What follows belongs to an exercise in optimizing a design on an open flow for a short achievable clock period and few clock cycles; a production flow would make more cautious choices.
In this exercise RTL edits were held to simulation tests only and were not proved equivalent to the original.
Power figures rest on the tool's default switching activity, not on a simulated workload.

Setup of red:
## rv_core
module rv_core (
    input  logic        i_clk,
    input  logic        i_reset,
    input  logic [31:0] i_imem_data,
    output logic [31:0] o_imem_addr,
    output logic        o_retire_valid,
    output logic [31:0] o_retire_pc,
    output logic [4:0]  o_retire_rd,
    output logic        o_retire_wen,
    output logic [31:0] o_retire_data
);
    localparam int BI = 6;                
    localparam int BN = 1 << BI;          
    localparam int TL = BI + 2;           
    localparam int RN = 4;                
    localparam logic [1:0] K_BR  = 2'd0;
    localparam logic [1:0] K_JAL = 2'd1;
    localparam logic [1:0] K_RET = 2'd2;
    localparam logic [1:0] K_IND = 2'd3;
    logic [31:0] f_pc;                  
    logic [31:0] f_pcn;                 
    logic        d_valid;
    logic        d_valid_r;
    logic        sq;                    
    logic [31:0] d_pc;
    logic [31:0] d_ir;
    logic        d_hit;
    logic [1:0]  d_ctr;
    logic        d_ptaken;
    logic [31:0] d_ptarget;
    logic        d_is_br, d_is_jal, d_is_jalr, d_is_lui, d_is_auipc, d_known;
    logic        d_b_rs2;               
    logic        d_a_rs1;               
    logic        d_wen;
    logic [31:0] d_imm;                 
    logic [31:0] d_timm;                
  ...
Size in the first run: about 140 I/O pins.
clock: 8.5 ns
lec_check: 0
cap_margin: 20
core_margin: 2
core_utilization: 30
place_density: 0.45
setup_slack_margin: 5
slew_margin: 20
synth_hierarchical: 1
run.sh (not shown) runs the stock make flow with config.mk's settings and CLKGATE_MAP_FILE= SYNTH_SCRIPT=/design/flow/synth_recipe.tcl, a recipe that flattens the netlist after the stock synthesis.
Testbench counts of red, summed over its fixed seeds: cycles 20,041.
Changes in blue relative to red:
-- flow/design.v --
<<< red, line 108
        rv_xor2 u_s (.i_a(i_a[i + 2]), .i_b(c[150 + i - 1]), .o_y(o_y[i + 2]));
    end
endmodule
`timescale 1ns/10ps
>>> blue, line 108
        rv_xor2 u_s (.i_a(i_a[i + 2]), .i_b(c[150 + i - 1]), .o_y(o_y[i + 2]));
    end
endmodule
module rv_taken (
    input  logic [18:0] i_ts,
    input  logic        i_eq00, i_lt00, i_ltu00,
    input  logic        i_eq10, i_lt10, i_ltu10,
    input  logic        i_eq01, i_lt01, i_ltu01,
    output logic        o_taken
);
    assign o_taken = (i_ts[0]  & i_eq00) | (i_ts[1]  & !i_eq00) | (i_ts[2]  & i_lt00)
                   | (i_ts[3]  & !i_lt00) | (i_ts[4]  & i_ltu00) | (i_ts[5]  & !i_ltu00)
                   | (i_ts[6]  & i_eq10) | (i_ts[7]  & !i_eq10) | (i_ts[8]  & i_lt10)
                   | (i_ts[9]  & !i_lt10) | (i_ts[10] & i_ltu10) | (i_ts[11] & !i_ltu10)
                   | (i_ts[12] & i_eq01) | (i_ts[13] & !i_eq01) | (i_ts[14] & i_lt01)
                   | (i_ts[15] & !i_lt01) | (i_ts[16] & i_ltu01) | (i_ts[17] & !i_ltu01)
                   | i_ts[18];
endmodule
`timescale 1ns/10ps
<<< red, line 221
    rv_cmp32 u_c10 (.i_a(w_res), .i_b(e_b),   .o_eq(eq10), .o_lt(lt10), .o_ltu(ltu10));
    rv_cmp32 u_c01 (.i_a(e_a),   .i_b(w_res), .o_eq(eq01), .o_lt(lt01), .o_ltu(ltu01));
    assign e_taken = (e_ts[0]  & eq00) | (e_ts[1]  & !eq00) | (e_ts[2]  & lt00)
                   | (e_ts[3]  & !lt00) | (e_ts[4]  & ltu00) | (e_ts[5]  & !ltu00)
                   | (e_ts[6]  & eq10) | (e_ts[7]  & !eq10) | (e_ts[8]  & lt10)
                   | (e_ts[9]  & !lt10) | (e_ts[10] & ltu10) | (e_ts[11] & !ltu10)
                   | (e_ts[12] & eq01) | (e_ts[13] & !eq01) | (e_ts[14] & lt01)
                   | (e_ts[15] & !lt01) | (e_ts[16] & ltu01) | (e_ts[17] & !ltu01)
                   | e_ts[18];
    always_comb begin
        case ({e_byp_a, e_byp_b})
>>> blue, line 236
    rv_cmp32 u_c10 (.i_a(w_res), .i_b(e_b),   .o_eq(eq10), .o_lt(lt10), .o_ltu(ltu10));
    rv_cmp32 u_c01 (.i_a(e_a),   .i_b(w_res), .o_eq(eq01), .o_lt(lt01), .o_ltu(ltu01));
    logic e_tk_p, e_tk_n;
    rv_taken u_tk  (.i_ts(e_ts), .i_eq00(eq00), .i_lt00(lt00), .i_ltu00(ltu00),
                    .i_eq10(eq10), .i_lt10(lt10), .i_ltu10(ltu10),
                    .i_eq01(eq01), .i_lt01(lt01), .i_ltu01(ltu01), .o_taken(e_taken));
    rv_taken u_tkp (.i_ts(e_ts), .i_eq00(eq00), .i_lt00(lt00), .i_ltu00(ltu00),
                    .i_eq10(eq10), .i_lt10(lt10), .i_ltu10(ltu10),
                    .i_eq01(eq01), .i_lt01(lt01), .i_ltu01(ltu01), .o_taken(e_tk_p));
    rv_taken u_tkn (.i_ts(e_ts), .i_eq00(eq00), .i_lt00(lt00), .i_ltu00(ltu00),
                    .i_eq10(eq10), .i_lt10(lt10), .i_ltu10(ltu10),
                    .i_eq01(eq01), .i_lt01(lt01), .i_ltu01(ltu01), .o_taken(e_tk_n));
    always_comb begin
        case ({e_byp_a, e_byp_b})
<<< red, line 391
    logic [31:0] f_t1;       
    logic [31:0] f_t0;       
    logic [31:0] f_next;
    assign f_nxt  = d_redirect ? d_starget : f_ptaken ? f_ptarget : f_pc4;
    assign f_onb  = !e_ro ? f_nxt : e_is_jalr ? e_jtgt : e_is_jal ? e_stgt : e_pc4;
    assign f_t1   = !e_brv ? f_onb : e_rt ? e_stgt : f_nxt;
    assign f_t0   = !e_brv ? f_onb : e_rn ? e_pc4 : f_nxt;
    assign f_next = e_taken ? f_t1 : f_t0;
    logic [3:0] f_mode_next;
    logic       e_to_stgt, e_to_pc4;
>>> blue, line 409
    logic [31:0] f_t1;       
    logic [31:0] f_t0;       
    logic [31:0] f_next_p;   
    logic [31:0] f_next_n;   
    assign f_nxt  = d_redirect ? d_starget : f_ptaken ? f_ptarget : f_pc4;
    assign f_onb  = !e_ro ? f_nxt : e_is_jalr ? e_jtgt : e_is_jal ? e_stgt : e_pc4;
    assign f_t1   = !e_brv ? f_onb : e_rt ? e_stgt : f_nxt;
    assign f_t0   = !e_brv ? f_onb : e_rn ? e_pc4 : f_nxt;
    assign f_next_p = e_tk_p ? f_t1 : f_t0;
    assign f_next_n = e_tk_n ? f_t1 : f_t0;
    logic [3:0] f_mode_next;
    logic       e_to_stgt, e_to_pc4;
<<< red, line 412
            sq        <= 1'b0;
        end else begin
            f_pc      <= f_next;
            f_pcn     <= ~f_next;
            f_mode    <= f_mode_next;
            d_valid_r <= !d_redirect;
>>> blue, line 432
            sq        <= 1'b0;
        end else begin
            f_pc      <= f_next_p;
            f_pcn     <= ~f_next_n;
            f_mode    <= f_mode_next;
            d_valid_r <= !d_redirect;
==> notes.md <==
Diff red and blue: cell-internal power higher in blue
blue vs red: multi-input logic cell count up slightly
blue ended up with sky130_fd_sc_hd__dfrtp_4 as its library cell contributing the largest single delay on the critical path; red ended up with sky130_fd_sc_hd__dfxtp_4.
Taking red as the reference, in blue routed length on met2 -about 4.6%, relative contribution of combinational cells to total power +1.2 points, final period utilization -0.94 points, delay of the slowest cell on the worst path +0.10 ns, maximum clock frequency +about 2%.
Compared with red, in blue total power went up by 0.00052 W, hold-critical path depth was more or less identical, worst reg2reg path depth went down by 9.
Testbench counts of blue, summed over its fixed seeds: cycles 20,041.

[static timing again, ports no longer ideal]
The flow's constraints put no driver on any port. The routed layouts listed below were extracted and timed again, unchanged, in two steps.
Step 1, drivers: a clkbuf_16 drives i_clk and a buf_2 each remaining input, both assumed.
Step 2 also shifts input and output timing later by t, the mid clock arrival at the registers, as if the neighbouring blocks saw the same clock.
a / b / c = no drivers / after step 1 / after step 2; a / b = the first two.
run	t (ns)	slack for setup (ns)	worst register clock-pin slew, ns	worst slew at a driven data input, ns
red	1.151	4.586 / 4.586 / 4.132	0.07 / 0.07	0.29
blue	1.152	4.666 / 4.666 / 4.286	0.07 / 0.07	0.36
After both steps setup and hold are still met in every run listed. For red, which loses most, drivers alone change the setup slack by 0.000 ns; drivers and shift together by -0.454 ns.
